What follows belongs to an exercise in optimizing a design on an open flow for small area, a short achievable clock period and few clock cycles; a production flow would make more cautious choices. RTL that was checked went through simulation tests only; none was proved equivalent to the original. No functional check of the RTL was part of run 1. Power is estimated from default activity; no workload was simulated.

==> flow/design.v (outline; a module is shown in full before it is edited, if it fits) <==
// module xyolo_lane: 738 lines
// module xyolo_fa: 4 lines
// module xyolo_ha: 4 lines
// module xyolo_lanes: 167 lines
module xyolo_lanes
#(
  parameter int DATA_W   = xyolo_lanes_pkg::c_DATA_W,
  parameter int N_LANES  = xyolo_lanes_pkg::c_N_LANES,
  parameter int SHIFT_W  = xyolo_lanes_pkg::c_SHIFT_W,
  parameter int CNT_W    = xyolo_lanes_pkg::c_CNT_W,
  parameter int LEAKY_SH = xyolo_lanes_pkg::c_LEAKY_SH
) (
  input  logic                      clk,
  input  logic                      rst,
  input  logic                      start,
  input  logic [CNT_W-1:0]          cfg_n_acc,
  input  logic [CNT_W-1:0]          cfg_n_out,
  input  logic [2:0]                cfg_mp_win,
  input  logic                      cfg_bias,
  input  logic                      cfg_leaky,
  input  logic                      cfg_maxpool,
  input  logic                      cfg_bypass,
  input  logic [SHIFT_W-1:0]        cfg_shift,
  input  logic                      in_valid,
  output logic                      in_ready,
  input  logic [N_LANES*DATA_W-1:0] in_pixel,
  input  logic [N_LANES*DATA_W-1:0] in_weight,
  input  logic [N_LANES*DATA_W-1:0] in_bias,
  output logic                      out_valid,
  input  logic                      out_ready,
  output logic [N_LANES*DATA_W-1:0] out_data,
  output logic                      busy,
  output logic                      done
);
  // ...
==> flow/flow/run.sh <==
#!/bin/bash
# Standard synthesis unchanged, then the standard layout steps with the
# timing repair asked to leave extra setup margin (so that it sizes the
# critical paths for a period well below the 10 ns constraint) and with
# plain buffers, rather than delay cells, on the ports.
set -euo pipefail
MARGIN=$(cat flow/margin.txt)
bash standard.sh synth > synth.log 2>&1
bash standard.sh SETUP_SLACK_MARGIN=$MARGIN \
  BUFFER_PORTS_ARGS="-buffer_cell sky130_fd_sc_hd__buf_2" finish > layout.log 2>&1
==> flow/flow/margin.txt <==
6.5
==> flow/standard.sh <==
#!/bin/bash
# synth_recipe.tcl (not shown) runs the flow's synth.tcl, then flattens the netlist and writes it again
# the make line also repeats each setting of config.mk as NAME=value (left out here)
make -C /OpenROAD-flow-scripts/flow DESIGN_CONFIG=/design/flow/config.mk WORK_HOME=/design/flow/orfs CLKGATE_MAP_FILE= SYNTH_SCRIPT=/design/flow/synth_recipe.tcl "${@:-finish}"
==> flow/config.mk <==
export PLATFORM = sky130hd
export DESIGN_NAME = xyolo_lanes
export DESIGN_NICKNAME = xyolo_lanes
export VERILOG_FILES = /design/flow/design.v
export SDC_FILE = /design/flow/constraint.sdc
export NUM_CORES = 4
export LEC_CHECK = 0
export ABC_AREA = 0
export CAP_MARGIN = 20
export CORE_MARGIN = 2
export CORE_UTILIZATION = 40
export SLEW_MARGIN = 20
export SYNTH_HIERARCHICAL = 1
==> flow/constraint.sdc <==
create_clock -name core_clock -period 10.0 [get_ports {clk}]
set_input_delay 2.0000 -clock core_clock [delete_from_list [all_inputs] [get_ports {clk}]]
set_output_delay 2.0000 -clock core_clock [all_outputs]
set_load 0.01 [all_outputs]
==> impl_metrics.py, run 1 <==
metrics = {
    "timing": {
        "post-route-worst-setup-slack_ns": 5.91,
        "finalHoldViolCount": 0,
        "drv_slew": 0,
        "slew_headroom_pct": 14.9,
        "setup_violations": 0,
    },
    "route": {
        "ant_nets": 0,
        "num_vias": 59657,
        "wl_per_cell_um": 20.6,
    },
    "hold_path": {
        "holdCritPathClass": "register to register",
        "holdPathStages": 0,
    },
    "setup_path": {
        "slowest_delay_ns": 0.44,
        "r2r_start": "g_lane[2].u_lane.r_sh[3]",
        "reg2regPathDepth": 15,
        "critPathCaptureType": "register",
        "rrSetupSlack_ns": 5.91,
        "startpoint": "g_lane[2].u_lane.r_sh[3]",
        "path_cells": "bufbuf_16 > o21ai_1 > a21oi_1 > mux2i_1 > mux2i_2 > mux2i_4 > ha_1 > a211oi_2 > o21ai_1 > a21o_1 > and3_1 > mux2_1 > a2111oi_2 > a211o_1 > o31ai_1",
    },
    "global_route": {
        "grt_pass1_wl_um": 329000,
        "grt_max_degree": 97,
    },
    "synth": {
        "async_reset_ff_share_pct": 0,
        "yosysMostFrequentCell": "nand2_1",
        "syn_area_um2": 71600,
    },
    "floorplan": {
        "io_pins": 301,
        "coreArea_um2": 178000,
        "fp.dieH_um": 427,
    },
    "finish": {
        "postLayoutCellArea_um2": 85400,
        "regArea_um2": 21900,
        "final_cells": 10569,
        "final_core_util_pct": 47.9,
        "nNonClkBuffers": 727,
    },
    "power_and_ir_drop": {
        "powerComb_mw": 10.8,
        "combinationalPowerShare_pct": 51.1,
        "p_clk_share_pct": 20.8,
    },
    "run_status": {
        "outcome": "no timing/DRC/antenna violations",
    },
    "placement": {
        "hpwl_um": 148000,
    },
}
==> module xyolo_lane, before the edit <==
module xyolo_lane
#(
  parameter int DATA_W   = xyolo_lanes_pkg::c_DATA_W,
  parameter int SHIFT_W  = xyolo_lanes_pkg::c_SHIFT_W,
  parameter int CNT_W    = xyolo_lanes_pkg::c_CNT_W,
  parameter int LEAKY_SH = xyolo_lanes_pkg::c_LEAKY_SH
) (
  input  logic               clk,
  input  logic               beat_en,     
  input  logic               bypass,      
  input  logic               bias_en,     
  input  logic [DATA_W-1:0]  pixel,
  input  logic [DATA_W-1:0]  weight,
  input  logic [DATA_W-1:0]  bias,
  input  logic               sh_load,     
  input  logic [SHIFT_W-1:0] sh_d,
  input  logic               cfg_leaky,
  input  logic [25:0]        fit_mask,    
  input  logic               ld_beat,     
  input  logic               pool_en,     
  input  logic               pool_first,  
  output logic [DATA_W-1:0]  result
);
  logic [SHIFT_W-1:0] r_sh;
  logic               r_ld0, r_ld1;
  always_ff @(posedge clk) begin
    if (sh_load) r_sh <= sh_d;
    r_ld0 <= ld_beat;
    r_ld1 <= r_ld0;
  end
  logic [15:0] r_x, r_y, r_b;
  always_ff @(posedge clk) begin
    r_x <= pixel;
    r_y <= beat_en ? (bypass ? 16'd1 : weight) : 16'd0;
    r_b <= bias_en ? bias : 16'd0;
  end
  logic [16:0] w_xe;
  logic [7:0]  w_one, w_two, w_neg;
  logic [16:0] w_r0, w_r1, w_r2, w_r3, w_r4, w_r5, w_r6, w_r7;
  assign w_xe = {r_x[15], r_x};
  for (genvar j = 0; j < 8; j++) begin : g_enc
    logic yl, ym, yh;
    assign yl = (j == 0) ? 1'b0 : r_y[2*j-1];
    assign ym = r_y[2*j];
    assign yh = r_y[2*j+1];
    assign w_one[j] = ym ^ yl;
    assign w_two[j] = (yh & ~ym & ~yl) | (~yh & ym & yl);
    assign w_neg[j] = yh;
  end
  assign w_r0 = ({17{w_one[0]}} & w_xe | {17{w_two[0]}} & {w_xe[15:0], 1'b0}) ^ {17{w_neg[0]}};
  assign w_r1 = ({17{w_one[1]}} & w_xe | {17{w_two[1]}} & {w_xe[15:0], 1'b0}) ^ {17{w_neg[1]}};
  assign w_r2 = ({17{w_one[2]}} & w_xe | {17{w_two[2]}} & {w_xe[15:0], 1'b0}) ^ {17{w_neg[2]}};
  assign w_r3 = ({17{w_one[3]}} & w_xe | {17{w_two[3]}} & {w_xe[15:0], 1'b0}) ^ {17{w_neg[3]}};
  assign w_r4 = ({17{w_one[4]}} & w_xe | {17{w_two[4]}} & {w_xe[15:0], 1'b0}) ^ {17{w_neg[4]}};
  assign w_r5 = ({17{w_one[5]}} & w_xe | {17{w_two[5]}} & {w_xe[15:0], 1'b0}) ^ {17{w_neg[5]}};
  assign w_r6 = ({17{w_one[6]}} & w_xe | {17{w_two[6]}} & {w_xe[15:0], 1'b0}) ^ {17{w_neg[6]}};
  assign w_r7 = ({17{w_one[7]}} & w_xe | {17{w_two[7]}} & {w_xe[15:0], 1'b0}) ^ {17{w_neg[7]}};
  wire hs0, hc0;
  xyolo_ha u_ha0 (.a(w_r0[10]), .b(w_r1[8]), .s(hs0), .co(hc0));
  wire hs1, hc1;
  xyolo_ha u_ha1 (.a(w_r0[11]), .b(w_r1[9]), .s(hs1), .co(hc1));
  wire fs0, fc0;
  xyolo_fa u_fa0 (.a(w_r0[12]), .b(w_r1[10]), .c(w_r2[8]), .s(fs0), .co(fc0));
  wire hs2, hc2;
  xyolo_ha u_ha2 (.a(w_r3[6]), .b(w_r4[4]), .s(hs2), .co(hc2));
  wire fs1, fc1;
  xyolo_fa u_fa1 (.a(w_r0[13]), .b(w_r1[11]), .c(w_r2[9]), .s(fs1), .co(fc1));
  wire hs3, hc3;
  xyolo_ha u_ha3 (.a(w_r3[7]), .b(w_r4[5]), .s(hs3), .co(hc3));
  wire fs2, fc2;
  xyolo_fa u_fa2 (.a(w_r0[14]), .b(w_r1[12]), .c(w_r2[10]), .s(fs2), .co(fc2));
  wire fs3, fc3;
  xyolo_fa u_fa3 (.a(w_r3[8]), .b(w_r4[6]), .c(w_r5[4]), .s(fs3), .co(fc3));
  wire hs4, hc4;
  xyolo_ha u_ha4 (.a(w_r6[2]), .b(w_r7[0]), .s(hs4), .co(hc4));
  wire fs4, fc4;
  xyolo_fa u_fa4 (.a(w_r0[15]), .b(w_r1[13]), .c(w_r2[11]), .s(fs4), .co(fc4));
  wire fs5, fc5;
  xyolo_fa u_fa5 (.a(w_r3[9]), .b(w_r4[7]), .c(w_r5[5]), .s(fs5), .co(fc5));
  wire hs5, hc5;
  xyolo_ha u_ha5 (.a(w_r6[3]), .b(w_r7[1]), .s(hs5), .co(hc5));
  wire fs6, fc6;
  xyolo_fa u_fa6 (.a(~w_r0[16]), .b(w_r1[14]), .c(w_r2[12]), .s(fs6), .co(fc6));
  wire fs7, fc7;
  xyolo_fa u_fa7 (.a(w_r3[10]), .b(w_r4[8]), .c(w_r5[6]), .s(fs7), .co(fc7));
  wire fs8, fc8;
  assign fs8 = w_r6[4] ^ w_r7[2] ^ 1'b1;
  assign fc8 = (w_r6[4] & w_r7[2]) | (1'b1 & (w_r6[4] ^ w_r7[2]));
  wire fs9, fc9;
  xyolo_fa u_fa9 (.a(w_r1[15]), .b(w_r2[13]), .c(w_r3[11]), .s(fs9), .co(fc9));
  wire fs10, fc10;
  xyolo_fa u_fa10 (.a(w_r4[9]), .b(w_r5[7]), .c(w_r6[5]), .s(fs10), .co(fc10));
  wire hs6, hc6;
  assign hs6 = w_r7[3] ^ 1'b1;
  assign hc6 = w_r7[3] & 1'b1;
  wire fs11, fc11;
  xyolo_fa u_fa11 (.a(~w_r1[16]), .b(w_r2[14]), .c(w_r3[12]), .s(fs11), .co(fc11));
  wire fs12, fc12;
  xyolo_fa u_fa12 (.a(w_r4[10]), .b(w_r5[8]), .c(w_r6[6]), .s(fs12), .co(fc12));
  wire fs13, fc13;
  xyolo_fa u_fa13 (.a(w_r2[15]), .b(w_r3[13]), .c(w_r4[11]), .s(fs13), .co(fc13));
  wire hs7, hc7;
  xyolo_ha u_ha7 (.a(w_r5[9]), .b(w_r6[7]), .s(hs7), .co(hc7));
  wire fs14, fc14;
  xyolo_fa u_fa14 (.a(~w_r2[16]), .b(w_r3[14]), .c(w_r4[12]), .s(fs14), .co(fc14));
  wire hs8, hc8;
  xyolo_ha u_ha8 (.a(w_r3[15]), .b(w_r4[13]), .s(hs8), .co(hc8));
  wire hs9, hc9;
  xyolo_ha u_ha9 (.a(w_r0[6]), .b(w_r1[4]), .s(hs9), .co(hc9));
  wire hs10, hc10;
  xyolo_ha u_ha10 (.a(w_r0[7]), .b(w_r1[5]), .s(hs10), .co(hc10));
  wire fs15, fc15;
  xyolo_fa u_fa15 (.a(w_r0[8]), .b(w_r1[6]), .c(w_r2[4]), .s(fs15), .co(fc15));
  wire hs11, hc11;
  xyolo_ha u_ha11 (.a(w_r3[2]), .b(w_r4[0]), .s(hs11), .co(hc11));
  wire fs16, fc16;
  xyolo_fa u_fa16 (.a(w_r0[9]), .b(w_r1[7]), .c(w_r2[5]), .s(fs16), .co(fc16));
  wire hs12, hc12;
  xyolo_ha u_ha12 (.a(w_r3[3]), .b(w_r4[1]), .s(hs12), .co(hc12));
  wire fs17, fc17;
  xyolo_fa u_fa17 (.a(w_r2[6]), .b(w_r3[4]), .c(w_r4[2]), .s(fs17), .co(fc17));
  wire fs18, fc18;
  xyolo_fa u_fa18 (.a(w_r5[0]), .b(w_neg[5]), .c(hs0), .s(fs18), .co(fc18));
  wire fs19, fc19;
  xyolo_fa u_fa19 (.a(w_r2[7]), .b(w_r3[5]), .c(w_r4[3]), .s(fs19), .co(fc19));
  wire fs20, fc20;
  xyolo_fa u_fa20 (.a(w_r5[1]), .b(hc0), .c(hs1), .s(fs20), .co(fc20));
  wire fs21, fc21;
  xyolo_fa u_fa21 (.a(w_r5[2]), .b(w_r6[0]), .c(w_neg[6]), .s(fs21), .co(fc21));
  wire fs22, fc22;
  xyolo_fa u_fa22 (.a(hc1), .b(fs0), .c(hs2), .s(fs22), .co(fc22));
  wire fs23, fc23;
  xyolo_fa u_fa23 (.a(w_r5[3]), .b(w_r6[1]), .c(fc0), .s(fs23), .co(fc23));
  wire fs24, fc24;
  xyolo_fa u_fa24 (.a(hc2), .b(fs1), .c(hs3), .s(fs24), .co(fc24));
  wire fs25, fc25;
  xyolo_fa u_fa25 (.a(w_neg[7]), .b(fc1), .c(hc3), .s(fs25), .co(fc25));
  wire fs26, fc26;
  xyolo_fa u_fa26 (.a(fs2), .b(fs3), .c(hs4), .s(fs26), .co(fc26));
  wire fs27, fc27;
  xyolo_fa u_fa27 (.a(fc2), .b(fc3), .c(hc4), .s(fs27), .co(fc27));
  wire fs28, fc28;
  xyolo_fa u_fa28 (.a(fs4), .b(fs5), .c(hs5), .s(fs28), .co(fc28));
  wire fs29, fc29;
  xyolo_fa u_fa29 (.a(fc4), .b(fc5), .c(hc5), .s(fs29), .co(fc29));
  wire fs30, fc30;
  xyolo_fa u_fa30 (.a(fs6), .b(fs7), .c(fs8), .s(fs30), .co(fc30));
  wire fs31, fc31;
  xyolo_fa u_fa31 (.a(fc6), .b(fc7), .c(fc8), .s(fs31), .co(fc31));
  wire fs32, fc32;
  xyolo_fa u_fa32 (.a(fs9), .b(fs10), .c(hs6), .s(fs32), .co(fc32));
  wire fs33, fc33;
  xyolo_fa u_fa33 (.a(w_r7[4]), .b(fc9), .c(fc10), .s(fs33), .co(fc33));
  wire fs34, fc34;
  xyolo_fa u_fa34 (.a(hc6), .b(fs11), .c(fs12), .s(fs34), .co(fc34));
  wire fs35, fc35;
  xyolo_fa u_fa35 (.a(w_r7[5]), .b(fc11), .c(fc12), .s(fs35), .co(fc35));
  wire fs36, fc36;
  assign fs36 = fs13 ^ hs7 ^ 1'b1;
  assign fc36 = (fs13 & hs7) | (1'b1 & (fs13 ^ hs7));
  wire fs37, fc37;
  xyolo_fa u_fa37 (.a(w_r5[10]), .b(w_r6[8]), .c(w_r7[6]), .s(fs37), .co(fc37));
  wire fs38, fc38;
  xyolo_fa u_fa38 (.a(fc13), .b(hc7), .c(fs14), .s(fs38), .co(fc38));
  wire fs39, fc39;
  xyolo_fa u_fa39 (.a(w_r5[11]), .b(w_r6[9]), .c(w_r7[7]), .s(fs39), .co(fc39));
  wire fs40, fc40;
  assign fs40 = fc14 ^ hs8 ^ 1'b1;
  assign fc40 = (fc14 & hs8) | (1'b1 & (fc14 ^ hs8));
  wire fs41, fc41;
  xyolo_fa u_fa41 (.a(~w_r3[16]), .b(w_r4[14]), .c(w_r5[12]), .s(fs41), .co(fc41));
  wire fs42, fc42;
  xyolo_fa u_fa42 (.a(w_r6[10]), .b(w_r7[8]), .c(hc8), .s(fs42), .co(fc42));
  wire fs43, fc43;
  xyolo_fa u_fa43 (.a(w_r4[15]), .b(w_r5[13]), .c(w_r6[11]), .s(fs43), .co(fc43));
  wire hs13, hc13;
  assign hs13 = w_r7[9] ^ 1'b1;
  assign hc13 = w_r7[9] & 1'b1;
  wire fs44, fc44;
  xyolo_fa u_fa44 (.a(~w_r4[16]), .b(w_r5[14]), .c(w_r6[12]), .s(fs44), .co(fc44));
  wire hs14, hc14;
  xyolo_ha u_ha14 (.a(w_r5[15]), .b(w_r6[13]), .s(hs14), .co(hc14));
  wire hs15, hc15;
  xyolo_ha u_ha15 (.a(w_r0[4]), .b(w_r1[2]), .s(hs15), .co(hc15));
  wire hs16, hc16;
  xyolo_ha u_ha16 (.a(w_r0[5]), .b(w_r1[3]), .s(hs16), .co(hc16));
  wire fs45, fc45;
  xyolo_fa u_fa45 (.a(w_r2[2]), .b(w_r3[0]), .c(w_neg[3]), .s(fs45), .co(fc45));
  wire fs46, fc46;
  xyolo_fa u_fa46 (.a(w_r2[3]), .b(w_r3[1]), .c(hc9), .s(fs46), .co(fc46));
  wire fs47, fc47;
  xyolo_fa u_fa47 (.a(w_neg[4]), .b(hc10), .c(fs15), .s(fs47), .co(fc47));
  wire fs48, fc48;
  xyolo_fa u_fa48 (.a(fc15), .b(hc11), .c(fs16), .s(fs48), .co(fc48));
  wire fs49, fc49;
  xyolo_fa u_fa49 (.a(fc16), .b(hc12), .c(fs17), .s(fs49), .co(fc49));
  wire fs50, fc50;
  xyolo_fa u_fa50 (.a(fc17), .b(fc18), .c(fs19), .s(fs50), .co(fc50));
  wire fs51, fc51;
  xyolo_fa u_fa51 (.a(fc19), .b(fc20), .c(fs21), .s(fs51), .co(fc51));
  wire fs52, fc52;
  xyolo_fa u_fa52 (.a(fc21), .b(fc22), .c(fs23), .s(fs52), .co(fc52));
  wire fs53, fc53;
  xyolo_fa u_fa53 (.a(fc23), .b(fc24), .c(fs25), .s(fs53), .co(fc53));
  wire fs54, fc54;
  xyolo_fa u_fa54 (.a(fc25), .b(fc26), .c(fs27), .s(fs54), .co(fc54));
  wire fs55, fc55;
  xyolo_fa u_fa55 (.a(fc27), .b(fc28), .c(fs29), .s(fs55), .co(fc55));
  wire fs56, fc56;
  xyolo_fa u_fa56 (.a(fc29), .b(fc30), .c(fs31), .s(fs56), .co(fc56));
  wire fs57, fc57;
  xyolo_fa u_fa57 (.a(fc31), .b(fc32), .c(fs33), .s(fs57), .co(fc57));
  wire fs58, fc58;
  xyolo_fa u_fa58 (.a(fc33), .b(fc34), .c(fs35), .s(fs58), .co(fc58));
  wire fs59, fc59;
  xyolo_fa u_fa59 (.a(fc35), .b(fc36), .c(fs37), .s(fs59), .co(fc59));
  wire fs60, fc60;
  xyolo_fa u_fa60 (.a(fc37), .b(fc38), .c(fs39), .s(fs60), .co(fc60));
  wire fs61, fc61;
  xyolo_fa u_fa61 (.a(fc39), .b(fc40), .c(fs41), .s(fs61), .co(fc61));
  wire fs62, fc62;
  xyolo_fa u_fa62 (.a(fc41), .b(fc42), .c(fs43), .s(fs62), .co(fc62));
  wire fs63, fc63;
  xyolo_fa u_fa63 (.a(w_r7[10]), .b(fc43), .c(hc13), .s(fs63), .co(fc63));
  wire fs64, fc64;
  xyolo_fa u_fa64 (.a(w_r7[11]), .b(fc44), .c(hs14), .s(fs64), .co(fc64));
  wire fs65, fc65;
  xyolo_fa u_fa65 (.a(~w_r5[16]), .b(w_r6[14]), .c(w_r7[12]), .s(fs65), .co(fc65));
  wire hs17, hc17;
  xyolo_ha u_ha17 (.a(w_r6[15]), .b(w_r7[13]), .s(hs17), .co(hc17));
  wire hs18, hc18;
  xyolo_ha u_ha18 (.a(w_r0[2]), .b(w_r1[0]), .s(hs18), .co(hc18));
  wire hs19, hc19;
  xyolo_ha u_ha19 (.a(w_r0[3]), .b(w_r1[1]), .s(hs19), .co(hc19));
  wire fs66, fc66;
  xyolo_fa u_fa66 (.a(w_r2[0]), .b(w_neg[2]), .c(hs15), .s(fs66), .co(fc66));
  wire fs67, fc67;
  xyolo_fa u_fa67 (.a(w_r2[1]), .b(hc15), .c(hs16), .s(fs67), .co(fc67));
  wire fs68, fc68;
  xyolo_fa u_fa68 (.a(hs9), .b(hc16), .c(fs45), .s(fs68), .co(fc68));
  wire fs69, fc69;
  xyolo_fa u_fa69 (.a(hs10), .b(fc45), .c(fs46), .s(fs69), .co(fc69));
  wire fs70, fc70;
  xyolo_fa u_fa70 (.a(hs11), .b(fc46), .c(fs47), .s(fs70), .co(fc70));
  wire fs71, fc71;
  xyolo_fa u_fa71 (.a(hs12), .b(fc47), .c(fs48), .s(fs71), .co(fc71));
  wire fs72, fc72;
  xyolo_fa u_fa72 (.a(fs18), .b(fc48), .c(fs49), .s(fs72), .co(fc72));
  wire fs73, fc73;
  xyolo_fa u_fa73 (.a(fs20), .b(fc49), .c(fs50), .s(fs73), .co(fc73));
  wire fs74, fc74;
  xyolo_fa u_fa74 (.a(fs22), .b(fc50), .c(fs51), .s(fs74), .co(fc74));
  wire fs75, fc75;
  xyolo_fa u_fa75 (.a(fs24), .b(fc51), .c(fs52), .s(fs75), .co(fc75));
  wire fs76, fc76;
  xyolo_fa u_fa76 (.a(fs26), .b(fc52), .c(fs53), .s(fs76), .co(fc76));
  wire fs77, fc77;
  xyolo_fa u_fa77 (.a(fs28), .b(fc53), .c(fs54), .s(fs77), .co(fc77));
  wire fs78, fc78;
  xyolo_fa u_fa78 (.a(fs30), .b(fc54), .c(fs55), .s(fs78), .co(fc78));
  wire fs79, fc79;
  xyolo_fa u_fa79 (.a(fs32), .b(fc55), .c(fs56), .s(fs79), .co(fc79));
  wire fs80, fc80;
  xyolo_fa u_fa80 (.a(fs34), .b(fc56), .c(fs57), .s(fs80), .co(fc80));
  wire fs81, fc81;
  xyolo_fa u_fa81 (.a(fs36), .b(fc57), .c(fs58), .s(fs81), .co(fc81));
  wire fs82, fc82;
  xyolo_fa u_fa82 (.a(fs38), .b(fc58), .c(fs59), .s(fs82), .co(fc82));
  wire fs83, fc83;
  xyolo_fa u_fa83 (.a(fs40), .b(fc59), .c(fs60), .s(fs83), .co(fc83));
  wire fs84, fc84;
  xyolo_fa u_fa84 (.a(fs42), .b(fc60), .c(fs61), .s(fs84), .co(fc84));
  wire fs85, fc85;
  xyolo_fa u_fa85 (.a(hs13), .b(fc61), .c(fs62), .s(fs85), .co(fc85));
  wire fs86, fc86;
  xyolo_fa u_fa86 (.a(fs44), .b(fc62), .c(fs63), .s(fs86), .co(fc86));
  wire fs87, fc87;
  assign fs87 = fc63 ^ fs64 ^ 1'b1;
  assign fc87 = (fc63 & fs64) | (1'b1 & (fc63 ^ fs64));
  wire fs88, fc88;
  xyolo_fa u_fa88 (.a(hc14), .b(fc64), .c(fs65), .s(fs88), .co(fc88));
  wire fs89, fc89;
  assign fs89 = fc65 ^ hs17 ^ 1'b1;
  assign fc89 = (fc65 & hs17) | (1'b1 & (fc65 ^ hs17));
  wire fs90, fc90;
  xyolo_fa u_fa90 (.a(~w_r6[16]), .b(w_r7[14]), .c(hc17), .s(fs90), .co(fc90));
  wire hs20, hc20;
  assign hs20 = w_r7[15] ^ 1'b1;
  assign hc20 = w_r7[15] & 1'b1;
  logic [30:0] r_t0;
  logic [30:0] r_t1;
  logic [15:0] r_b1;
  always_ff @(posedge clk) begin
    r_t0[0] <= w_r0[0];
    r_t1[0] <= w_neg[0];
    r_t0[1] <= w_r0[1];
    r_t0[2] <= w_neg[1];
    r_t1[2] <= hs18;
    r_t0[3] <= hc18;
    r_t1[3] <= hs19;
    r_t0[4] <= hc19;
    r_t1[4] <= fs66;
    r_t0[5] <= fc66;
    r_t1[5] <= fs67;
    r_t0[6] <= fc67;
    r_t1[6] <= fs68;
    r_t0[7] <= fc68;
    r_t1[7] <= fs69;
    r_t0[8] <= fc69;
    r_t1[8] <= fs70;
    r_t0[9] <= fc70;
    r_t1[9] <= fs71;
    r_t0[10] <= fc71;
    r_t1[10] <= fs72;
    r_t0[11] <= fc72;
    r_t1[11] <= fs73;
    r_t0[12] <= fc73;
    r_t1[12] <= fs74;
    r_t0[13] <= fc74;
    r_t1[13] <= fs75;
    r_t0[14] <= fc75;
    r_t1[14] <= fs76;
    r_t0[15] <= fc76;
    r_t1[15] <= fs77;
    r_t0[16] <= fc77;
    r_t1[16] <= fs78;
    r_t0[17] <= fc78;
    r_t1[17] <= fs79;
    r_t0[18] <= fc79;
    r_t1[18] <= fs80;
    r_t0[19] <= fc80;
    r_t1[19] <= fs81;
    r_t0[20] <= fc81;
    r_t1[20] <= fs82;
    r_t0[21] <= fc82;
    r_t1[21] <= fs83;
    r_t0[22] <= fc83;
    r_t1[22] <= fs84;
    r_t0[23] <= fc84;
    r_t1[23] <= fs85;
    r_t0[24] <= fc85;
    r_t1[24] <= fs86;
    r_t0[25] <= fc86;
    r_t1[25] <= fs87;
    r_t0[26] <= fc87;
    r_t1[26] <= fs88;
    r_t0[27] <= fc88;
    r_t1[27] <= fs89;
    r_t0[28] <= fc89;
    r_t1[28] <= fs90;
    r_t0[29] <= fc90;
    r_t1[29] <= hs20;
    r_t0[30] <= ~w_r7[16];
    r_t1[30] <= hc20;
    r_b1 <= r_b;
  end
  logic [42:0] w_row0, w_row1, w_x, w_cs_s, w_cs_c, w_acc_n;
  logic [42:0] r_acc;
  logic [15:0] r_bh;     
  assign w_row0 = {1'b1, 1'b1, 1'b1, 1'b1, 1'b1, 1'b1, 1'b1, 1'b1, 1'b1, 1'b1, 1'b1, 1'b1, r_t0[30], r_t0[29], r_t0[28], r_t0[27], r_t0[26], r_t0[25], r_t0[24], r_t0[23], r_t0[22], r_t0[21], r_t0[20], r_t0[19], r_t0[18], r_t0[17], r_t0[16], r_t0[15], r_t0[14], r_t0[13], r_t0[12], r_t0[11], r_t0[10], r_t0[9], r_t0[8], r_t0[7], r_t0[6], r_t0[5], r_t0[4], r_t0[3], r_t0[2], r_t0[1], r_t0[0]};
  assign w_row1 = {1'b0, 1'b0, 1'b0, 1'b0, 1'b0, 1'b0, 1'b0, 1'b0, 1'b0, 1'b0, 1'b0, 1'b0, r_t1[30], r_t1[29], r_t1[28], r_t1[27], r_t1[26], r_t1[25], r_t1[24], r_t1[23], r_t1[22], r_t1[21], r_t1[20], r_t1[19], r_t1[18], r_t1[17], r_t1[16], r_t1[15], r_t1[14], r_t1[13], r_t1[12], r_t1[11], r_t1[10], r_t1[9], r_t1[8], r_t1[7], r_t1[6], r_t1[5], r_t1[4], r_t1[3], r_t1[2], 1'b0, r_t1[0]};
  assign w_x     = r_acc & {43{~r_ld1}};
  xyolo_fa u_cs0 (.a(w_x[0]), .b(r_t0[0]), .c(r_t1[0]), .s(w_cs_s[0]), .co(w_cs_c[0]));
  xyolo_ha u_cs1 (.a(w_x[1]), .b(r_t0[1]), .s(w_cs_s[1]), .co(w_cs_c[1]));
  xyolo_fa u_cs2 (.a(w_x[2]), .b(r_t0[2]), .c(r_t1[2]), .s(w_cs_s[2]), .co(w_cs_c[2]));
  xyolo_fa u_cs3 (.a(w_x[3]), .b(r_t0[3]), .c(r_t1[3]), .s(w_cs_s[3]), .co(w_cs_c[3]));
  xyolo_fa u_cs4 (.a(w_x[4]), .b(r_t0[4]), .c(r_t1[4]), .s(w_cs_s[4]), .co(w_cs_c[4]));
  xyolo_fa u_cs5 (.a(w_x[5]), .b(r_t0[5]), .c(r_t1[5]), .s(w_cs_s[5]), .co(w_cs_c[5]));
  xyolo_fa u_cs6 (.a(w_x[6]), .b(r_t0[6]), .c(r_t1[6]), .s(w_cs_s[6]), .co(w_cs_c[6]));
  xyolo_fa u_cs7 (.a(w_x[7]), .b(r_t0[7]), .c(r_t1[7]), .s(w_cs_s[7]), .co(w_cs_c[7]));
  xyolo_fa u_cs8 (.a(w_x[8]), .b(r_t0[8]), .c(r_t1[8]), .s(w_cs_s[8]), .co(w_cs_c[8]));
  xyolo_fa u_cs9 (.a(w_x[9]), .b(r_t0[9]), .c(r_t1[9]), .s(w_cs_s[9]), .co(w_cs_c[9]));
  xyolo_fa u_cs10 (.a(w_x[10]), .b(r_t0[10]), .c(r_t1[10]), .s(w_cs_s[10]), .co(w_cs_c[10]));
  xyolo_fa u_cs11 (.a(w_x[11]), .b(r_t0[11]), .c(r_t1[11]), .s(w_cs_s[11]), .co(w_cs_c[11]));
  xyolo_fa u_cs12 (.a(w_x[12]), .b(r_t0[12]), .c(r_t1[12]), .s(w_cs_s[12]), .co(w_cs_c[12]));
  xyolo_fa u_cs13 (.a(w_x[13]), .b(r_t0[13]), .c(r_t1[13]), .s(w_cs_s[13]), .co(w_cs_c[13]));
  xyolo_fa u_cs14 (.a(w_x[14]), .b(r_t0[14]), .c(r_t1[14]), .s(w_cs_s[14]), .co(w_cs_c[14]));
  xyolo_fa u_cs15 (.a(w_x[15]), .b(r_t0[15]), .c(r_t1[15]), .s(w_cs_s[15]), .co(w_cs_c[15]));
  xyolo_fa u_cs16 (.a(w_x[16]), .b(r_t0[16]), .c(r_t1[16]), .s(w_cs_s[16]), .co(w_cs_c[16]));
  xyolo_fa u_cs17 (.a(w_x[17]), .b(r_t0[17]), .c(r_t1[17]), .s(w_cs_s[17]), .co(w_cs_c[17]));
  xyolo_fa u_cs18 (.a(w_x[18]), .b(r_t0[18]), .c(r_t1[18]), .s(w_cs_s[18]), .co(w_cs_c[18]));
  xyolo_fa u_cs19 (.a(w_x[19]), .b(r_t0[19]), .c(r_t1[19]), .s(w_cs_s[19]), .co(w_cs_c[19]));
  xyolo_fa u_cs20 (.a(w_x[20]), .b(r_t0[20]), .c(r_t1[20]), .s(w_cs_s[20]), .co(w_cs_c[20]));
  xyolo_fa u_cs21 (.a(w_x[21]), .b(r_t0[21]), .c(r_t1[21]), .s(w_cs_s[21]), .co(w_cs_c[21]));
  xyolo_fa u_cs22 (.a(w_x[22]), .b(r_t0[22]), .c(r_t1[22]), .s(w_cs_s[22]), .co(w_cs_c[22]));
  xyolo_fa u_cs23 (.a(w_x[23]), .b(r_t0[23]), .c(r_t1[23]), .s(w_cs_s[23]), .co(w_cs_c[23]));
  xyolo_fa u_cs24 (.a(w_x[24]), .b(r_t0[24]), .c(r_t1[24]), .s(w_cs_s[24]), .co(w_cs_c[24]));
  xyolo_fa u_cs25 (.a(w_x[25]), .b(r_t0[25]), .c(r_t1[25]), .s(w_cs_s[25]), .co(w_cs_c[25]));
  xyolo_fa u_cs26 (.a(w_x[26]), .b(r_t0[26]), .c(r_t1[26]), .s(w_cs_s[26]), .co(w_cs_c[26]));
  xyolo_fa u_cs27 (.a(w_x[27]), .b(r_t0[27]), .c(r_t1[27]), .s(w_cs_s[27]), .co(w_cs_c[27]));
  xyolo_fa u_cs28 (.a(w_x[28]), .b(r_t0[28]), .c(r_t1[28]), .s(w_cs_s[28]), .co(w_cs_c[28]));
  xyolo_fa u_cs29 (.a(w_x[29]), .b(r_t0[29]), .c(r_t1[29]), .s(w_cs_s[29]), .co(w_cs_c[29]));
  xyolo_fa u_cs30 (.a(w_x[30]), .b(r_t0[30]), .c(r_t1[30]), .s(w_cs_s[30]), .co(w_cs_c[30]));
  assign w_cs_s[31] = ~w_x[31];
  assign w_cs_c[31] = w_x[31];
  assign w_cs_s[32] = ~w_x[32];
  assign w_cs_c[32] = w_x[32];
  assign w_cs_s[33] = ~w_x[33];
  assign w_cs_c[33] = w_x[33];
  assign w_cs_s[34] = ~w_x[34];
  assign w_cs_c[34] = w_x[34];
  assign w_cs_s[35] = ~w_x[35];
  assign w_cs_c[35] = w_x[35];
  assign w_cs_s[36] = ~w_x[36];
  assign w_cs_c[36] = w_x[36];
  assign w_cs_s[37] = ~w_x[37];
  assign w_cs_c[37] = w_x[37];
  assign w_cs_s[38] = ~w_x[38];
  assign w_cs_c[38] = w_x[38];
  assign w_cs_s[39] = ~w_x[39];
  assign w_cs_c[39] = w_x[39];
  assign w_cs_s[40] = ~w_x[40];
  assign w_cs_c[40] = w_x[40];
  assign w_cs_s[41] = ~w_x[41];
  assign w_cs_c[41] = w_x[41];
  assign w_cs_s[42] = ~w_x[42];
  assign w_cs_c[42] = w_x[42];
  wire [42:0] ca_p0, ca_g0, ca_sum;
  assign ca_p0 = w_cs_s ^ {w_cs_c[41:0], 1'b0};
  assign ca_g0 = w_cs_s & {w_cs_c[41:0], 1'b0};
  wire ca_G0, ca_P0;
  assign ca_G0 = ca_g0[1] | (ca_p0[1] & ca_g0[0]);
  assign ca_P0 = ca_p0[1] & ca_p0[0];
  wire ca_G1, ca_P1;
  assign ca_G1 = ca_g0[3] | (ca_p0[3] & ca_g0[2]);
  assign ca_P1 = ca_p0[3] & ca_p0[2];
  wire ca_G2, ca_P2;
  assign ca_G2 = ca_g0[5] | (ca_p0[5] & ca_g0[4]);
  assign ca_P2 = ca_p0[5] & ca_p0[4];
  wire ca_G3, ca_P3;
  assign ca_G3 = ca_g0[7] | (ca_p0[7] & ca_g0[6]);
  assign ca_P3 = ca_p0[7] & ca_p0[6];
  wire ca_G4, ca_P4;
  assign ca_G4 = ca_g0[9] | (ca_p0[9] & ca_g0[8]);
  assign ca_P4 = ca_p0[9] & ca_p0[8];
  wire ca_G5, ca_P5;
  assign ca_G5 = ca_g0[11] | (ca_p0[11] & ca_g0[10]);
  assign ca_P5 = ca_p0[11] & ca_p0[10];
  wire ca_G6, ca_P6;
  assign ca_G6 = ca_g0[13] | (ca_p0[13] & ca_g0[12]);
  assign ca_P6 = ca_p0[13] & ca_p0[12];
  wire ca_G7, ca_P7;
  assign ca_G7 = ca_g0[15] | (ca_p0[15] & ca_g0[14]);
  assign ca_P7 = ca_p0[15] & ca_p0[14];
  wire ca_G8, ca_P8;
  assign ca_G8 = ca_g0[17] | (ca_p0[17] & ca_g0[16]);
  assign ca_P8 = ca_p0[17] & ca_p0[16];
  wire ca_G9, ca_P9;
  assign ca_G9 = ca_g0[19] | (ca_p0[19] & ca_g0[18]);
  assign ca_P9 = ca_p0[19] & ca_p0[18];
  wire ca_G10, ca_P10;
  assign ca_G10 = ca_g0[21] | (ca_p0[21] & ca_g0[20]);
  assign ca_P10 = ca_p0[21] & ca_p0[20];
  wire ca_G11, ca_P11;
  assign ca_G11 = ca_g0[23] | (ca_p0[23] & ca_g0[22]);
  assign ca_P11 = ca_p0[23] & ca_p0[22];
  wire ca_G12, ca_P12;
  assign ca_G12 = ca_g0[25] | (ca_p0[25] & ca_g0[24]);
  assign ca_P12 = ca_p0[25] & ca_p0[24];
  wire ca_G13, ca_P13;
  assign ca_G13 = ca_g0[27] | (ca_p0[27] & ca_g0[26]);
  assign ca_P13 = ca_p0[27] & ca_p0[26];
  wire ca_G14, ca_P14;
  assign ca_G14 = ca_g0[29] | (ca_p0[29] & ca_g0[28]);
  assign ca_P14 = ca_p0[29] & ca_p0[28];
  wire ca_G15, ca_P15;
  assign ca_G15 = ca_g0[31] | (ca_p0[31] & ca_g0[30]);
  assign ca_P15 = ca_p0[31] & ca_p0[30];
  wire ca_G16, ca_P16;
  assign ca_G16 = ca_g0[33] | (ca_p0[33] & ca_g0[32]);
  assign ca_P16 = ca_p0[33] & ca_p0[32];
  wire ca_G17, ca_P17;
  assign ca_G17 = ca_g0[35] | (ca_p0[35] & ca_g0[34]);
  assign ca_P17 = ca_p0[35] & ca_p0[34];
  wire ca_G18, ca_P18;
  assign ca_G18 = ca_g0[37] | (ca_p0[37] & ca_g0[36]);
  assign ca_P18 = ca_p0[37] & ca_p0[36];
  wire ca_G19, ca_P19;
  assign ca_G19 = ca_g0[39] | (ca_p0[39] & ca_g0[38]);
  assign ca_P19 = ca_p0[39] & ca_p0[38];
  wire ca_G20, ca_P20;
  assign ca_G20 = ca_g0[41] | (ca_p0[41] & ca_g0[40]);
  assign ca_P20 = ca_p0[41] & ca_p0[40];
  wire ca_G21, ca_P21;
  assign ca_G21 = ca_G1 | (ca_P1 & ca_G0);
  assign ca_P21 = ca_P1 & ca_P0;
  wire ca_G22, ca_P22;
  assign ca_G22 = ca_G3 | (ca_P3 & ca_G2);
  assign ca_P22 = ca_P3 & ca_P2;
  wire ca_G23, ca_P23;
  assign ca_G23 = ca_G5 | (ca_P5 & ca_G4);
  assign ca_P23 = ca_P5 & ca_P4;
  wire ca_G24, ca_P24;
  assign ca_G24 = ca_G7 | (ca_P7 & ca_G6);
  assign ca_P24 = ca_P7 & ca_P6;
  wire ca_G25, ca_P25;
  assign ca_G25 = ca_G9 | (ca_P9 & ca_G8);
  assign ca_P25 = ca_P9 & ca_P8;
  wire ca_G26, ca_P26;
  assign ca_G26 = ca_G11 | (ca_P11 & ca_G10);
  assign ca_P26 = ca_P11 & ca_P10;
  wire ca_G27, ca_P27;
  assign ca_G27 = ca_G13 | (ca_P13 & ca_G12);
  assign ca_P27 = ca_P13 & ca_P12;
  wire ca_G28, ca_P28;
  assign ca_G28 = ca_G15 | (ca_P15 & ca_G14);
  assign ca_P28 = ca_P15 & ca_P14;
  wire ca_G29, ca_P29;
  assign ca_G29 = ca_G17 | (ca_P17 & ca_G16);
  assign ca_P29 = ca_P17 & ca_P16;
  wire ca_G30, ca_P30;
  assign ca_G30 = ca_G19 | (ca_P19 & ca_G18);
  assign ca_P30 = ca_P19 & ca_P18;
  wire ca_G31, ca_P31;
  assign ca_G31 = ca_G22 | (ca_P22 & ca_G21);
  assign ca_P31 = ca_P22 & ca_P21;
  wire ca_G32, ca_P32;
  assign ca_G32 = ca_G24 | (ca_P24 & ca_G23);
  assign ca_P32 = ca_P24 & ca_P23;
  wire ca_G33, ca_P33;
  assign ca_G33 = ca_G26 | (ca_P26 & ca_G25);
  assign ca_P33 = ca_P26 & ca_P25;
  wire ca_G34, ca_P34;
  assign ca_G34 = ca_G28 | (ca_P28 & ca_G27);
  assign ca_P34 = ca_P28 & ca_P27;
  wire ca_G35, ca_P35;
  assign ca_G35 = ca_G30 | (ca_P30 & ca_G29);
  assign ca_P35 = ca_P30 & ca_P29;
  wire ca_G36, ca_P36;
  assign ca_G36 = ca_G32 | (ca_P32 & ca_G31);
  assign ca_P36 = ca_P32 & ca_P31;
  wire ca_G37, ca_P37;
  assign ca_G37 = ca_G34 | (ca_P34 & ca_G33);
  assign ca_P37 = ca_P34 & ca_P33;
  wire ca_G38, ca_P38;
  assign ca_G38 = ca_G37 | (ca_P37 & ca_G36);
  assign ca_P38 = ca_P37 & ca_P36;
  wire ca_G39, ca_P39;
  assign ca_G39 = ca_G33 | (ca_P33 & ca_G36);
  assign ca_P39 = ca_P33 & ca_P36;
  wire ca_G40, ca_P40;
  assign ca_G40 = ca_G35 | (ca_P35 & ca_G38);
  assign ca_P40 = ca_P35 & ca_P38;
  wire ca_G41, ca_P41;
  assign ca_G41 = ca_G23 | (ca_P23 & ca_G31);
  assign ca_P41 = ca_P23 & ca_P31;
  wire ca_G42, ca_P42;
  assign ca_G42 = ca_G25 | (ca_P25 & ca_G36);
  assign ca_P42 = ca_P25 & ca_P36;
  wire ca_G43, ca_P43;
  assign ca_G43 = ca_G27 | (ca_P27 & ca_G39);
  assign ca_P43 = ca_P27 & ca_P39;
  wire ca_G44, ca_P44;
  assign ca_G44 = ca_G29 | (ca_P29 & ca_G38);
  assign ca_P44 = ca_P29 & ca_P38;
  wire ca_G45, ca_P45;
  assign ca_G45 = ca_G2 | (ca_P2 & ca_G21);
  assign ca_P45 = ca_P2 & ca_P21;
  wire ca_G46, ca_P46;
  assign ca_G46 = ca_G4 | (ca_P4 & ca_G31);
  assign ca_P46 = ca_P4 & ca_P31;
  wire ca_G47, ca_P47;
  assign ca_G47 = ca_G6 | (ca_P6 & ca_G41);
  assign ca_P47 = ca_P6 & ca_P41;
  wire ca_G48, ca_P48;
  assign ca_G48 = ca_G8 | (ca_P8 & ca_G36);
  assign ca_P48 = ca_P8 & ca_P36;
  wire ca_G49, ca_P49;
  assign ca_G49 = ca_G10 | (ca_P10 & ca_G42);
  assign ca_P49 = ca_P10 & ca_P42;
  wire ca_G50, ca_P50;
  assign ca_G50 = ca_G12 | (ca_P12 & ca_G39);
  assign ca_P50 = ca_P12 & ca_P39;
  wire ca_G51, ca_P51;
  assign ca_G51 = ca_G14 | (ca_P14 & ca_G43);
  assign ca_P51 = ca_P14 & ca_P43;
  wire ca_G52, ca_P52;
  assign ca_G52 = ca_G16 | (ca_P16 & ca_G38);
  assign ca_P52 = ca_P16 & ca_P38;
  wire ca_G53, ca_P53;
  assign ca_G53 = ca_G18 | (ca_P18 & ca_G44);
  assign ca_P53 = ca_P18 & ca_P44;
  wire ca_G54, ca_P54;
  assign ca_G54 = ca_G20 | (ca_P20 & ca_G40);
  assign ca_P54 = ca_P20 & ca_P40;
  wire ca_G55, ca_P55;
  assign ca_G55 = ca_g0[2] | (ca_p0[2] & ca_G0);
  assign ca_P55 = ca_p0[2] & ca_P0;
  wire ca_G56, ca_P56;
  assign ca_G56 = ca_g0[4] | (ca_p0[4] & ca_G21);
  assign ca_P56 = ca_p0[4] & ca_P21;
  wire ca_G57, ca_P57;
  assign ca_G57 = ca_g0[6] | (ca_p0[6] & ca_G45);
  assign ca_P57 = ca_p0[6] & ca_P45;
  wire ca_G58, ca_P58;
  assign ca_G58 = ca_g0[8] | (ca_p0[8] & ca_G31);
  assign ca_P58 = ca_p0[8] & ca_P31;
  wire ca_G59, ca_P59;
  assign ca_G59 = ca_g0[10] | (ca_p0[10] & ca_G46);
  assign ca_P59 = ca_p0[10] & ca_P46;
  wire ca_G60, ca_P60;
  assign ca_G60 = ca_g0[12] | (ca_p0[12] & ca_G41);
  assign ca_P60 = ca_p0[12] & ca_P41;
  wire ca_G61, ca_P61;
  assign ca_G61 = ca_g0[14] | (ca_p0[14] & ca_G47);
  assign ca_P61 = ca_p0[14] & ca_P47;
  wire ca_G62, ca_P62;
  assign ca_G62 = ca_g0[16] | (ca_p0[16] & ca_G36);
  assign ca_P62 = ca_p0[16] & ca_P36;
  wire ca_G63, ca_P63;
  assign ca_G63 = ca_g0[18] | (ca_p0[18] & ca_G48);
  assign ca_P63 = ca_p0[18] & ca_P48;
  wire ca_G64, ca_P64;
  assign ca_G64 = ca_g0[20] | (ca_p0[20] & ca_G42);
  assign ca_P64 = ca_p0[20] & ca_P42;
  wire ca_G65, ca_P65;
  assign ca_G65 = ca_g0[22] | (ca_p0[22] & ca_G49);
  assign ca_P65 = ca_p0[22] & ca_P49;
  wire ca_G66, ca_P66;
  assign ca_G66 = ca_g0[24] | (ca_p0[24] & ca_G39);
  assign ca_P66 = ca_p0[24] & ca_P39;
  wire ca_G67, ca_P67;
  assign ca_G67 = ca_g0[26] | (ca_p0[26] & ca_G50);
  assign ca_P67 = ca_p0[26] & ca_P50;
  wire ca_G68, ca_P68;
  assign ca_G68 = ca_g0[28] | (ca_p0[28] & ca_G43);
  assign ca_P68 = ca_p0[28] & ca_P43;
  wire ca_G69, ca_P69;
  assign ca_G69 = ca_g0[30] | (ca_p0[30] & ca_G51);
  assign ca_P69 = ca_p0[30] & ca_P51;
  wire ca_G70, ca_P70;
  assign ca_G70 = ca_g0[32] | (ca_p0[32] & ca_G38);
  assign ca_P70 = ca_p0[32] & ca_P38;
  wire ca_G71, ca_P71;
  assign ca_G71 = ca_g0[34] | (ca_p0[34] & ca_G52);
  assign ca_P71 = ca_p0[34] & ca_P52;
  wire ca_G72, ca_P72;
  assign ca_G72 = ca_g0[36] | (ca_p0[36] & ca_G44);
  assign ca_P72 = ca_p0[36] & ca_P44;
  wire ca_G73, ca_P73;
  assign ca_G73 = ca_g0[38] | (ca_p0[38] & ca_G53);
  assign ca_P73 = ca_p0[38] & ca_P53;
  wire ca_G74, ca_P74;
  assign ca_G74 = ca_g0[40] | (ca_p0[40] & ca_G40);
  assign ca_P74 = ca_p0[40] & ca_P40;
  wire ca_G75, ca_P75;
  assign ca_G75 = ca_g0[42] | (ca_p0[42] & ca_G54);
  assign ca_P75 = ca_p0[42] & ca_P54;
  assign ca_sum[0] = ca_p0[0] ^ 1'b0;
  assign ca_sum[1] = ca_p0[1] ^ ca_g0[0];
  assign ca_sum[2] = ca_p0[2] ^ ca_G0;
  assign ca_sum[3] = ca_p0[3] ^ ca_G55;
  assign ca_sum[4] = ca_p0[4] ^ ca_G21;
  assign ca_sum[5] = ca_p0[5] ^ ca_G56;
  assign ca_sum[6] = ca_p0[6] ^ ca_G45;
  assign ca_sum[7] = ca_p0[7] ^ ca_G57;
  assign ca_sum[8] = ca_p0[8] ^ ca_G31;
  assign ca_sum[9] = ca_p0[9] ^ ca_G58;
  assign ca_sum[10] = ca_p0[10] ^ ca_G46;
  assign ca_sum[11] = ca_p0[11] ^ ca_G59;
  assign ca_sum[12] = ca_p0[12] ^ ca_G41;
  assign ca_sum[13] = ca_p0[13] ^ ca_G60;
  assign ca_sum[14] = ca_p0[14] ^ ca_G47;
  assign ca_sum[15] = ca_p0[15] ^ ca_G61;
  assign ca_sum[16] = ca_p0[16] ^ ca_G36;
  assign ca_sum[17] = ca_p0[17] ^ ca_G62;
  assign ca_sum[18] = ca_p0[18] ^ ca_G48;
  assign ca_sum[19] = ca_p0[19] ^ ca_G63;
  assign ca_sum[20] = ca_p0[20] ^ ca_G42;
  assign ca_sum[21] = ca_p0[21] ^ ca_G64;
  assign ca_sum[22] = ca_p0[22] ^ ca_G49;
  assign ca_sum[23] = ca_p0[23] ^ ca_G65;
  assign ca_sum[24] = ca_p0[24] ^ ca_G39;
  assign ca_sum[25] = ca_p0[25] ^ ca_G66;
  assign ca_sum[26] = ca_p0[26] ^ ca_G50;
  assign ca_sum[27] = ca_p0[27] ^ ca_G67;
  assign ca_sum[28] = ca_p0[28] ^ ca_G43;
  assign ca_sum[29] = ca_p0[29] ^ ca_G68;
  assign ca_sum[30] = ca_p0[30] ^ ca_G51;
  assign ca_sum[31] = ca_p0[31] ^ ca_G69;
  assign ca_sum[32] = ca_p0[32] ^ ca_G38;
  assign ca_sum[33] = ca_p0[33] ^ ca_G70;
  assign ca_sum[34] = ca_p0[34] ^ ca_G52;
  assign ca_sum[35] = ca_p0[35] ^ ca_G71;
  assign ca_sum[36] = ca_p0[36] ^ ca_G44;
  assign ca_sum[37] = ca_p0[37] ^ ca_G72;
  assign ca_sum[38] = ca_p0[38] ^ ca_G53;
  assign ca_sum[39] = ca_p0[39] ^ ca_G73;
  assign ca_sum[40] = ca_p0[40] ^ ca_G40;
  assign ca_sum[41] = ca_p0[41] ^ ca_G74;
  assign ca_sum[42] = ca_p0[42] ^ ca_G54;
  assign w_acc_n = ca_sum;
  always_ff @(posedge clk) begin
    r_acc <= w_acc_n;
    if (r_ld1) r_bh <= r_b1;
  end
  logic [47:0] w_a0;
  logic [31:0] w_s16;
  logic [23:0] w_s8;
  logic [19:0] w_s4;
  logic [17:0] w_s2;
  logic [16:0] w_t;
  logic [17:0] w_vs, w_vw;
  logic        w_big, w_ge28;
  assign w_a0  = {{(48-43){r_acc[42]}}, r_acc};
  assign w_s16 = r_sh[4] ? w_a0[47:16] : w_a0[31:0];
  assign w_s8  = r_sh[3] ? w_s16[31:8] : w_s16[23:0];
  assign w_s4  = r_sh[2] ? w_s8[23:4]  : w_s8[19:0];
  assign w_s2  = r_sh[1] ? w_s4[19:2]  : w_s4[17:0];
  assign w_t   = r_sh[0] ? w_s2[17:1]  : w_s2[16:0];
  assign w_big = |((r_acc[41:16] ^ {26{r_acc[42]}}) & fit_mask[25:0]);
  assign w_vs  = {w_t[16], w_t} + {{2{r_bh[15]}}, r_bh};
  assign w_ge28 = &r_sh[4:2];
  assign w_vw[12:0] = w_vs[12:0];
  assign w_vw[13] = (r_sh[1] & r_sh[0]) ? w_vs[12] : w_vs[13];
  assign w_vw[14] = r_sh[1] ? (r_sh[0] ? w_vs[12] : w_vs[13]) : w_vs[14];
  assign w_vw[15] = r_sh[1] ? (r_sh[0] ? w_vs[12] : w_vs[13]) : (r_sh[0] ? w_vs[14] : w_vs[15]);
  assign w_vw[17:16] = {2{w_vw[15]}};
  logic [17:0] r_y18;
  logic        r_big, r_bsg;
  always_ff @(posedge clk) begin
    r_y18 <= w_ge28 ? w_vw : w_vs;
    r_big <= w_big;
    r_bsg <= r_acc[42];
  end
  logic        w_fit, w_sgn;
  logic [15:0] w_sat, w_v, r_pool;
  assign w_fit = !r_big && ((r_y18[17:15] == 3'b000) || (r_y18[17:15] == 3'b111));
  assign w_sgn = r_big ? r_bsg : r_y18[17];
  assign w_sat = w_fit ? r_y18[15:0] : {w_sgn, {15{~w_sgn}}};
  assign w_v   = (cfg_leaky && w_sat[15]) ? {{LEAKY_SH{1'b1}}, w_sat[15:LEAKY_SH]} : w_sat;
  logic        w_gt;
  assign w_gt  = {~w_v[15], w_v[14:0]} > {~r_pool[15], r_pool[14:0]};
  always_ff @(posedge clk) begin
    if (pool_en && (pool_first || w_gt)) r_pool <= w_v;
  end
  assign result = r_pool;
endmodule
==> inputs of run 2 (changes only) <==
--- a/flow/design.v
+++ b/flow/design.v
@@ -32,4 +32,3 @@
   input  logic [DATA_W-1:0]  bias,
-  input  logic               sh_load,     
-  input  logic [SHIFT_W-1:0] sh_d,
+  input  logic [SHIFT_W-1:0] cfg_shift,   
   input  logic               cfg_leaky,
@@ -44,3 +43,3 @@
   always_ff @(posedge clk) begin
-    if (sh_load) r_sh <= sh_d;
+    r_sh  <= cfg_shift;
     r_ld0 <= ld_beat;
@@ -52,3 +51,3 @@
     r_y <= beat_en ? (bypass ? 16'd1 : weight) : 16'd0;
-    r_b <= bias_en ? bias : 16'd0;
+    if (ld_beat) r_b <= bias_en ? bias : 16'd0;
   end
@@ -309,3 +308,2 @@
   logic [30:0] r_t1;
-  logic [15:0] r_b1;
   always_ff @(posedge clk) begin
@@ -372,3 +370,2 @@
     r_t1[30] <= hc20;
-    r_b1 <= r_b;
   end
@@ -712,3 +709,3 @@
     r_acc <= w_acc_n;
-    if (r_ld1) r_bh <= r_b1;
+    if (r_ld1) r_bh <= r_b;
   end
@@ -808,2 +805,3 @@
   logic               r_busy, r_done, r_in_ready, r_out_valid, r_out_last, r_pend;
+  logic               r_ldh1;            
   logic               w_st, w_acc, w_xfer;
@@ -822,6 +820,9 @@
   assign w_x1    = w_gf1 && w_wl1;
-  assign w_k0a = r_run && !(r_gf && r_wl && r_pend);
-  assign w_k0b = r_run && r_pend && r_out_valid;
-  assign w_k1a = !w_jl_nx && !(w_x1 && (w_gl_nx || r_pend));
-  assign w_k1b = !w_jl_nx && !(w_x1 && w_gl_nx) && r_out_valid;
+  logic w_bw0, w_bw1;
+  assign w_bw0 = r_bias_en && r_wf && r_ldh1;
+  assign w_bw1 = r_bias_en && r_wl && (r_wf || r_ldh1);
+  assign w_k0a = r_run && !(r_gf && r_wl && r_pend) && !w_bw0;
+  assign w_k0b = r_run && r_pend && r_out_valid && !w_bw0;
+  assign w_k1a = !w_jl_nx && !(w_x1 && (w_gl_nx || r_pend)) && !w_bw1;
+  assign w_k1b = !w_jl_nx && !(w_x1 && w_gl_nx) && r_out_valid && !w_bw1;
   logic e_ld, e_wl, e_gf, e_gl, e_jl;
@@ -875,3 +876,3 @@
     if (rst) begin
-      r_run <= 1'b0; r_busy <= 1'b0; r_done <= 1'b0; r_in_ready <= 1'b0;
+      r_run <= 1'b0; r_busy <= 1'b0; r_ldh1 <= 1'b0; r_done <= 1'b0; r_in_ready <= 1'b0;
       r_out_valid <= 1'b0; r_out_last <= 1'b0; r_pend <= 1'b0;
@@ -880,2 +881,3 @@
       r_run      <= w_st || (r_run && !e_jl);
+      r_ldh1     <= e_ld;
       r_pend     <= e_gl || (r_pend && !w_xfer);
@@ -922,4 +924,3 @@
       .bias       (in_bias[g*DATA_W +: DATA_W]),
-      .sh_load    (w_st),
-      .sh_d       (w_cfg_shift),
+      .cfg_shift  (r_shift),
       .cfg_leaky  (r_leaky),
--- a/flow/flow/run.sh
+++ b/flow/flow/run.sh
@@ -9,2 +9,2 @@
 bash standard.sh SETUP_SLACK_MARGIN=$MARGIN \
-  BUFFER_PORTS_ARGS="-buffer_cell sky130_fd_sc_hd__buf_2" finish > layout.log 2>&1
+  BUFFER_PORTS_ARGS="-buffer_cell sky130_fd_sc_hd__buf_1" finish > layout.log 2>&1
--- a/flow/config.mk
+++ b/flow/config.mk
@@ -7,6 +7,9 @@
 export LEC_CHECK = 0
-export ABC_AREA = 0
+export ABC_AREA = 1
 export CAP_MARGIN = 20
 export CORE_MARGIN = 2
-export CORE_UTILIZATION = 40
+export CORE_UTILIZATION = 70
+export CTS_CLUSTER_DIAMETER = 120
+export CTS_CLUSTER_SIZE = 24
+export PLACE_DENSITY = 0.8
 export SLEW_MARGIN = 20
==> run 2 against run 1 <==
- global-route usage increased by 14 points
- register-to-register slack gained 0.56 ns
- via count is 8.7% lower
- still clean
- sequential power down 6.6%
- setup slack better by 0.56 ns
==> impl_metrics.py, run 2 <==
metrics = {
    "global_route": {
        "grt_max_degree": 60,
        "use_met3_pct": 6.93,
        "gr-total-overflow": 0,
        "gr-usage-met1_pct": 49.1,
        "grt_pass1_wl_um": 282000,
        "grtUsageMet2_pct": 58.5,
        "grt_pass1_vias": 52621,
        "antenna_found_initial": 8,
        "track_usage_pct": 36.6,
        "top_usage_layer": "met2",
    },
    "setup_path": {
        "rr_endpoint": "g_lane[1].u_lane.r_t1[19]",
        "path_class": "register to register",
        "cp.required_ns": 10.54,
        "reg2regPathDepth": 11,
        "critPathCaptureType": "register",
        "startpoint_type": "register",
        "startpoint": "g_lane[1].u_lane.r_y[3]",
        "r2r_start": "g_lane[1].u_lane.r_y[3]",
        "rrSetupSlack_ns": 6.47,
        "cp_max_fo": 15,
        "cp.arrival_ns": 4.07,
    },
    "floorplan": {
        "die_x_um": 311,
        "coreArea_um2": 93300,
        "fp.dieH_um": 311,
        "core.rowCount": 112,
        "start_util_pct": 70.6,
        "io_pins": 301,
        "die-area_um2": 96600,
    },
    "clock_tree": {
        "holdBufCountCts": 0,
        "clkSlewWorstSetupHoldPaths_ns": 0.10,
        "cts_max_level": 2,
        "cts-root-buf": "clkbuf_16",
        "cts_num_sinks": 925,
        "numCtsBuffers": 46,
        "clk_path_buf_depth": 3,
        "cts_tree": "done",
        "clk_latency_ns": 0.68,
    },
    "synth": {
        "async_reset_ff_share_pct": 0,
        "synth-simple-area-share_pct": 13.9,
        "yosysTopAreaCellShare_pct": 20.6,
        "synth-compound-area-share_pct": 12.4,
        "synth_xor_area_share_pct": 8.47,
        "synth.area.top_cells": "dfxtp_1 (21%), fa_1 (17%), edfxtp_1 (11%)",
        "synth_mux_area_share_pct": 0.669,
        "synthAdderAreaFrac_pct": 24.2,
        "synth_common_cells": "nand2_1 (1,368), inv_1 (983), dfxtp_1 (678)",
        "ys_seq_elements": 925,
        "synth_enable_flop_cells": 247,
        "synth_nets": 8764,
        "seq_area_frac_synth_pct": 31.9,
        "syn_area_um2": 65900,
        "synth_top_family_by_area": "adder cells",
        "ys_types": 55,
        "ys.warnings.count": 8,
        "syn_avg_cell_area_um2": 8.68,
        "ys.flop_type": "dfxtp_1",
        "yosysMostFrequentCell": "nand2_1",
        "synth_top_cell_by_area": "dfxtp_1",
        "synthCells": 7585,
    },
    "finish": {
        "regMostFlops": "g_lane.u_lane.r_acc",
        "nets": 8986,
        "area_growth_syn_to_layout_pct": 8.69,
        "final_cell_mix": "nand2_1 (1,352), inv_1 (934), dfxtp_1 (635)",
        "regArea_um2": 21100,
        "multiInputGateArea_um2": 40000,
        "top_regs": "g_lane.u_lane.r_acc (172), g_lane.u_lane.r_t0 (124), g_lane.u_lane.r_t1 (120)",
        "final_common_cell": "nand2_1",
        "drive_above_1_share_pct": 7.62,
        "largest_reg_flops": 172,
        "nFillCells": 6714,
    },
    "timing": {
        "finClkSkew_ns": 0.0316,
        "max_slew.worst_pin.slew_ns": 1.25,
        "whs_ns": 0.330,
        "fin_crit_sh_pct": 35.3,
        "drv_slew": 0,
        "setup_violations": 0,
        "clock.fmax_ghz": 0.283,
        "tns_ns": 0,
        "min_period_ns": 3.53,
        "finalHoldViolCount": 0,
        "rsz0062_at_grt": "yes",
        "slew_headroom_pct": 16.1,
    },
    "power_and_ir_drop": {
        "p_seq_share_pct": 31.3,
        "combinationalPowerShare_pct": 56.3,
        "power.leakage_nw": 36.0,
        "p_sw_mw": 7.94,
        "p_clk_share_pct": 12.3,
        "powerDensity_nw_per_um2": 247,
        "ir_drop_mv": 0.192,
        "switching_share_pct": 44.9,
        "internal-power_mw": 9.74,
    },
    "placement": {
        "place.gp.congestion": 0.983,
        "hpwl_um": 134000,
        "numPortBuffers": 300,
    },
    "route": {
        "first_iter_violations": 6310,
        "num_vias": 54459,
        "remaining_drc_errors": 0,
        "wl_per_cell_um": 20.2,
        "vias_per_cell": 5.99,
        "dr.pass1.iters": 10,
        "routed_wl_um": 184000,
        "ant_nets": 0,
    },
    "hold_path": {
        "hold_path_startpoint": "g_lane[0].u_lane.r_ld0",
        "holdCritPathClass": "register to register",
        "holdPathStages": 0,
        "whs_endpoint": "g_lane[0].u_lane.r_ld1",
    },
    "run_status": {
        "outcome": "no timing/DRC/antenna violations",
    },
    "flow_run": {
        "maxCapViolCount": 0,
    },
}
## run 2: cell types whose count changed in the layout (fill, tap and decap cells not counted), moves of 199 or more
cell,before,now
a221oi_1,301,0
mux2i_1,243,44
buf_1,0,300
a21oi_1,611,221
nand2_1,1077,1352
inv_1,401,934
xor2_1,103,584
o22ai_1,60,471
buf_2,296,1
nand3_1,44,276
## run 2: how the worst max path moves through the flow
stage | end | slack [ns]
6_report | g_lane[1].u_lane.r_t1[19] | 6.47
3_5_place_dp | g_lane[2].u_lane.r_t1[18] | 5.41
5_1_grt | g_lane[1].u_lane.r_t1[19] | 6.38
2_1_floorplan | g_lane[0].u_lane.r_b[0] | 6.42
3_3_place_gp | g_lane[2].u_lane.r_t1[18] | 5.47
4_1_cts | g_lane[2].u_lane.r_t1[18] | 6.49
## run 2: worst max-delay path, stage by stage, from the launching register on
cell,delay (ns)
dfxtp_4,0.38
buf_12,0.15
nand2_1,0.11
inv_1,0.09
nor2_4,0.13
inv_4,0.12
o22ai_1,0.23
xor2_1,0.25
fa_2,0.53
fa_1,0.43
fa_1,0.54
fa_1,0.43
## run 2: logic make-up after synthesis
kind of cell,Yosys count
AND/OR/NAND/NOR,2267
AO/OA/AOI/OAI,1388
buffers and inverters,1378
adder cells (fa/ha/maj),946
flip-flops,925
XOR/XNOR,637
multiplexers,44
## run 2: final cells by class
class / instances / share of cell area, %
multi-input combinational: 5282 / 55.8
sequential: 925 / 29.5
antenna: 5 / 0.0175
timing repair buffer: 524 / 5.04
inverter: 1023 / 5.48
timing repair inverter: 5 / 0.0385
clock buffer: 72 / 1.77
clock inverter: 7 / 0.117
tap: 1254 / 2.19
## run 2: power groups by stage
stage | Clock (mW) | Combinational, mW | Sequential (mW)
6_report | 2.18 | 9.96 | 5.54
3_5_place_dp | 0 | 9.50 | 5.61
4_1_cts | 2.21 | 9.66 | 5.52
5_1_grt | 2.32 | 11.3 | 5.60
3_3_place_gp | 0 | 8.97 | 5.58
2_1_floorplan | 0 | 7.30 | 5.36
## run 2: through the flow
step / setup slack, ns / total power, mW / cells / utilization (%) / instance area, um2
2_1_floorplan: 6.42 / 12.7 / 7585 / - / 65900
3_3_place_gp: 5.47 / 14.6 / 8843 / 72.1 / 67300
3_5_place_dp: 5.41 / 15.1 / 8843 / 72.1 / 67300
4_1_cts: 6.49 / 17.4 / 8972 / 74.6 / 69600
5_1_grt: 6.38 / 19.2 / 9092 / 76.7 / 71600
6_report: 6.47 / 17.7 / 9097 / 76.7 / 71600
## run 2: what timing repair did
action                                  CTS  global route
resized for setup                       158           225
setup buffers                            48            98
endpoints found under the setup margin  309           277
gates cloned                              2            21
pin swaps                                16            55
## run 2: metal layers
metal	vias to the layer above	part of all wire, %
li1	25217	-
met4	6	4.9
met1	25788	39
met3	541	10
met5	-	0.020
met2	2907	45
## run 2: per-module statistics from Yosys (local to each module, per instance), excerpt
module / times used / cells inside / area [um2] / flip-flops and latches
xyolo_lanes: 1 / 441 / 3890 / 81
xyolo_fa: 464 / 1 / 20.0 / 0
xyolo_ha: 76 / 1 / 12.5 / 0
Testbench counts of run 2, summed over its fixed seeds: cycles 40,467.

[what the ideal ports hide]
The flow's constraints put no driver on any port. The routed layouts listed below were extracted and timed again, unchanged, in two steps. Step 1, drivers: a clkbuf_16 drives clk and a buf_2 each remaining input, both assumed. Step 2 adds t to the input delays and takes it off the output delays; t is the mean of the earliest and latest rising clock arrival at the registers after step 1. Input paths then give back, and output paths get back, about the clock's delay inside the block. a / b / c = no drivers / after step 1 / after step 2; a / b = the first two.
run | shift t [ns] | slack for setup (ns) | slew at the worst register clock pin (ns)
run 1 | 0.843 | 5.914 / 5.914 / 5.843 | 0.07 / 0.07
run 2 | 0.752 | 6.469 / 6.469 / 5.970 | 0.12 / 0.12
After both steps setup and hold are still met in every run listed. The setup slack of run 2, which loses most, moves by 0.000 ns with the drivers and by -0.499 ns with both steps.
